From an optimization exercise on the open Yosys and OpenROAD flow, aimed at small area; shortcuts taken in it are not production practice. Only simulation tests tie the RTL to the original design; equivalence was not proved. No activity file was given, so power comes from the tool's default toggle rates.

==> 02-01 <==
## processor
module processor #(
	parameter mipsPkg::word_t resetPc   = '0,
	parameter mipsPkg::word_t stackInit = 32'h0000_4000
) (
	input  logic           clk,
	input  logic           reset,
	output mipsPkg::word_t pc,
	input  mipsPkg::word_t instruction,
	output logic           memWrite,
	output mipsPkg::word_t memAddr,
	output mipsPkg::word_t memWriteData,
	input  mipsPkg::word_t memReadData
);
==> module registerFile, before the edit <==
module registerFile #(
	parameter mipsPkg::word_t stackInit = 32'h0000_4000
) (
	input  logic              clk,
	input  logic              reset,
	input  mipsPkg::regAddr_t readAddr1,
	input  mipsPkg::regAddr_t readAddr2,
	input  mipsPkg::regAddr_t writeAddr,
	input  logic              writeEnable,
	input  logic [1:0][31:0]  writeData,    
	output mipsPkg::word_t    readData1,
	output mipsPkg::word_t    readData2,
	output logic [3:0][4:0]   shiftAmount   
);
	localparam int stackReg = 29;
	logic [31:1][31:0] regs;
	logic [1:0][31:1]  wen, sel1, sel2;
	logic [3:0][4:0]   amt;
	mipsPkg::word_t    stackData;
	assign stackData = writeData[stackReg/16] | ({32{reset}} & stackInit);
	for (genvar q = 0; q < 2; q++) begin : g_q
		writeDecode u_wdec (.addr(writeAddr), .en(writeEnable), .reset(reset), .sel(wen[q]));
		readDecode u_rdec1 (.addr(readAddr1), .sel(sel1[q]));
		readDecode u_rdec2 (.addr(readAddr2), .sel(sel2[q]));
	end
	for (genvar i = 1; i < 32; i++) begin : g_reg
		mipsPkg::word_t d;
		assign d = (i == stackReg) ? stackData : writeData[i/16];
		always_ff @(posedge clk) begin
			for (int q = 0; q < 2; q++) begin
				if (wen[q][i]) regs[i][16*q +: 16] <= d[16*q +: 16];
			end
		end
	end
	for (genvar b = 0; b < 32; b++) begin : g_bit
		logic [31:1] d;
		for (genvar i = 1; i < 32; i++) begin : g_d
			assign d[i] = regs[i][b];
		end
		if (b < 5) begin : g_amt
			readMux31Amt u_rd1 (.sel(sel1[b/16]), .d(d), .y(readData1[b]),
				.y0(shiftAmount[0][b]), .y1(shiftAmount[1][b]), .y2(shiftAmount[2][b]),
				.y3(shiftAmount[3][b]));
		end else begin : g_plain
			readMux31 u_rd1 (.sel(sel1[b/16]), .d(d), .y(readData1[b]));
		end
		readMux31 u_rd2 (.sel(sel2[b/16]), .d(d), .y(readData2[b]));
	end
endmodule
clock: 10.0 ns
lec_check: 0
cap_margin: 20
core_margin: 2
core_utilization: 40
gpl_timing_driven: 0
setup_slack_margin: 0.2
slew_margin: 20
synth_hierarchical: 1
run.sh (not shown) runs the stock make flow with config.mk's settings and CLKGATE_MAP_FILE= SYNTH_SCRIPT=/design/flow/synth_recipe.tcl, a recipe that flattens the netlist after the stock synthesis.
==> 12-10 (differences from 02-01) <==
--- a/flow/design.v
+++ b/flow/design.v
@@ -341,11 +341,11 @@
 );
 	localparam int stackReg = 29;
 	logic [31:1][31:0] regs;
-	logic [1:0][31:1]  wen, sel1, sel2;
+	logic [3:0][31:1]  wen, sel1, sel2;
 	logic [3:0][4:0]   amt;
 	mipsPkg::word_t    stackData;
 	assign stackData = writeData[stackReg/16] | ({32{reset}} & stackInit);
-	for (genvar q = 0; q < 2; q++) begin : g_q
+	for (genvar q = 0; q < 4; q++) begin : g_q
 		writeDecode u_wdec (.addr(writeAddr), .en(writeEnable), .reset(reset), .sel(wen[q]));
 		readDecode u_rdec1 (.addr(readAddr1), .sel(sel1[q]));
 		readDecode u_rdec2 (.addr(readAddr2), .sel(sel2[q]));
@@ -354,8 +354,8 @@
 		mipsPkg::word_t d;
 		assign d = (i == stackReg) ? stackData : writeData[i/16];
 		always_ff @(posedge clk) begin
-			for (int q = 0; q < 2; q++) begin
-				if (wen[q][i]) regs[i][16*q +: 16] <= d[16*q +: 16];
+			for (int q = 0; q < 4; q++) begin
+				if (wen[q][i]) regs[i][8*q +: 8] <= d[8*q +: 8];
 			end
 		end
 	end
@@ -365,13 +365,13 @@
 			assign d[i] = regs[i][b];
 		end
 		if (b < 5) begin : g_amt
-			readMux31Amt u_rd1 (.sel(sel1[b/16]), .d(d), .y(readData1[b]),
+			readMux31Amt u_rd1 (.sel(sel1[b/8]), .d(d), .y(readData1[b]),
 				.y0(shiftAmount[0][b]), .y1(shiftAmount[1][b]), .y2(shiftAmount[2][b]),
 				.y3(shiftAmount[3][b]));
 		end else begin : g_plain
-			readMux31 u_rd1 (.sel(sel1[b/16]), .d(d), .y(readData1[b]));
+			readMux31 u_rd1 (.sel(sel1[b/8]), .d(d), .y(readData1[b]));
 		end
-		readMux31 u_rd2 (.sel(sel2[b/16]), .d(d), .y(readData2[b]));
+		readMux31 u_rd2 (.sel(sel2[b/8]), .d(d), .y(readData2[b]));
 	end
 endmodule
 module writeDecode (
==> flow/flow/run.sh (new file) <==
#!/bin/bash
set -euo pipefail
bash standard.sh synth > synth.log 2>&1
bash standard.sh \
  "BUFFER_PORTS_ARGS=-buffer_cell sky130_fd_sc_hd__buf_1" \
  "CTS_ARGS=-sink_clustering_enable -repair_clock_nets -dont_use_dummy_load -sink_clustering_size 18 -sink_clustering_max_diameter 80 -buf_list sky130_fd_sc_hd__clkbuf_16" \
  finish > layout.log 2>&1
==> flow/standard.sh (new file) <==
#!/bin/bash
# synth_recipe.tcl (not shown) runs the flow's synth.tcl, then flattens the netlist and writes it again
# the make line also repeats each setting of config.mk as NAME=value (left out here)
make -C /OpenROAD-flow-scripts/flow DESIGN_CONFIG=/design/flow/config.mk WORK_HOME=/design/flow/orfs CLKGATE_MAP_FILE= SYNTH_SCRIPT=/design/flow/synth_recipe.tcl "${@:-finish}"
removed: flow/run.sh
==> notes.md <==
Global-route usage: 12-10 is lower than 02-01 (2.4 points).
Clock skew: 12-10 is lower than 02-01 (0.023 ns).
In 02-01 the routed wire length is larger than in 12-10, by about 5%.
In sequential cell count, 12-10 and 02-01 do not differ.
Of 02-01 and 12-10, 02-01 has the higher cell area (gap 6.3%, measured against 12-10).
Register-to-register slack: 12-10 is worse than 02-01 (0.10 ns).
Between 02-01 and 12-10, the lower first-iteration DRC count is in 12-10 (gap 17%, measured against 12-10).
Against 02-01, the clock power of 12-10 is lower by 34%.
Die area: 12-10 is higher than 02-01 (about 2.5%).
Critical path depth: 02-01 is higher than 12-10 (1).
==> figures <==
Multi-Input Combinational: 12-10 2,304; 02-01 2,046
Met3 wire length: 12-10 22.82 mm; 02-01 29.78 mm
Mux share of post-synthesis cell area: 12-10 4.336%; 02-01 4.448%
XOR/XNOR Fraction of Synth Area: 12-10 1.414%; 02-01 1.450%
Area fraction in and, or, nand and nor cells after synthesis: 12-10 10.28%; 02-01 8.392%
Reported leakage power: 12-10 19.50 nW; 02-01 21.25 nW
Run status: 12-10 no timing/DRC/antenna violations; 02-01 no timing/DRC/antenna violations
Met1 usage: 12-10 37.79%; 02-01 39.18%
Number of placement rows: 12-10 128; 02-01 126
Buffers & Inverters on Critical Path: 12-10 2; 02-01 3
Core region area: 12-10 121,600 um2; 02-01 118,200 um2
Destination of the worst register-to-register timing path: 12-10 u_dataPath.u_fetchUnit.pc[30]; 02-01 u_dataPath.u_fetchUnit.pc[31]
Total net switching power: 12-10 0.002616 W; 02-01 0.002976 W
Post-CTS setup buffers: 12-10 6; 02-01 30
Switching power share of the total: 12-10 28.01%; 02-01 27.68%
DP HPWL: 12-10 136.9 mm; 02-01 142.9 mm
Ant diodes: 12-10 11; 02-01 4
Pin slew with the least headroom to its limit: 12-10 1.292 ns; 02-01 1.213 ns
Worst-skew pair later-pin latency: 12-10 0.67 ns; 02-01 0.73 ns
Worst-path cell with the longest stage delay: 12-10 sky130_fd_sc_hd__or3_1; 02-01 sky130_fd_sc_hd__or3_4
R2R setup slack: 12-10 1.49 ns; 02-01 1.59 ns
Sequential power share: 12-10 54.1%; 02-01 47.0%

-- port drivers added, routing unchanged --
Ports are ideal in the flow. The routed layouts listed here were re-timed in OpenROAD.
Step 1 assumes that a clkbuf_16 drives the clock port and a buf_2 every other input.
Step 2, shift: input delay + t, output delay - t, t = (earliest + latest rising clock arrival at the registers) / 2. This alone moves slack from input paths to output paths.
Three values: no drivers, after step 1, after step 2; two values: the first two.
run	shift t [ns]	setup WS [ns]	worst setup path after step 2	worst data-port slew with drivers (ns)
02-01	0.756	0.297 / 0.147 / -0.171	input to register	0.16
12-10	0.716	0.158 / 0.063 / -0.314	input to register	0.18
With both steps, setup timing fails in 02-01 and 12-10, where it was met with ideal ports. For 12-10, which loses most, drivers alone change the setup slack by -0.095 ns; drivers and shift together by -0.472 ns.
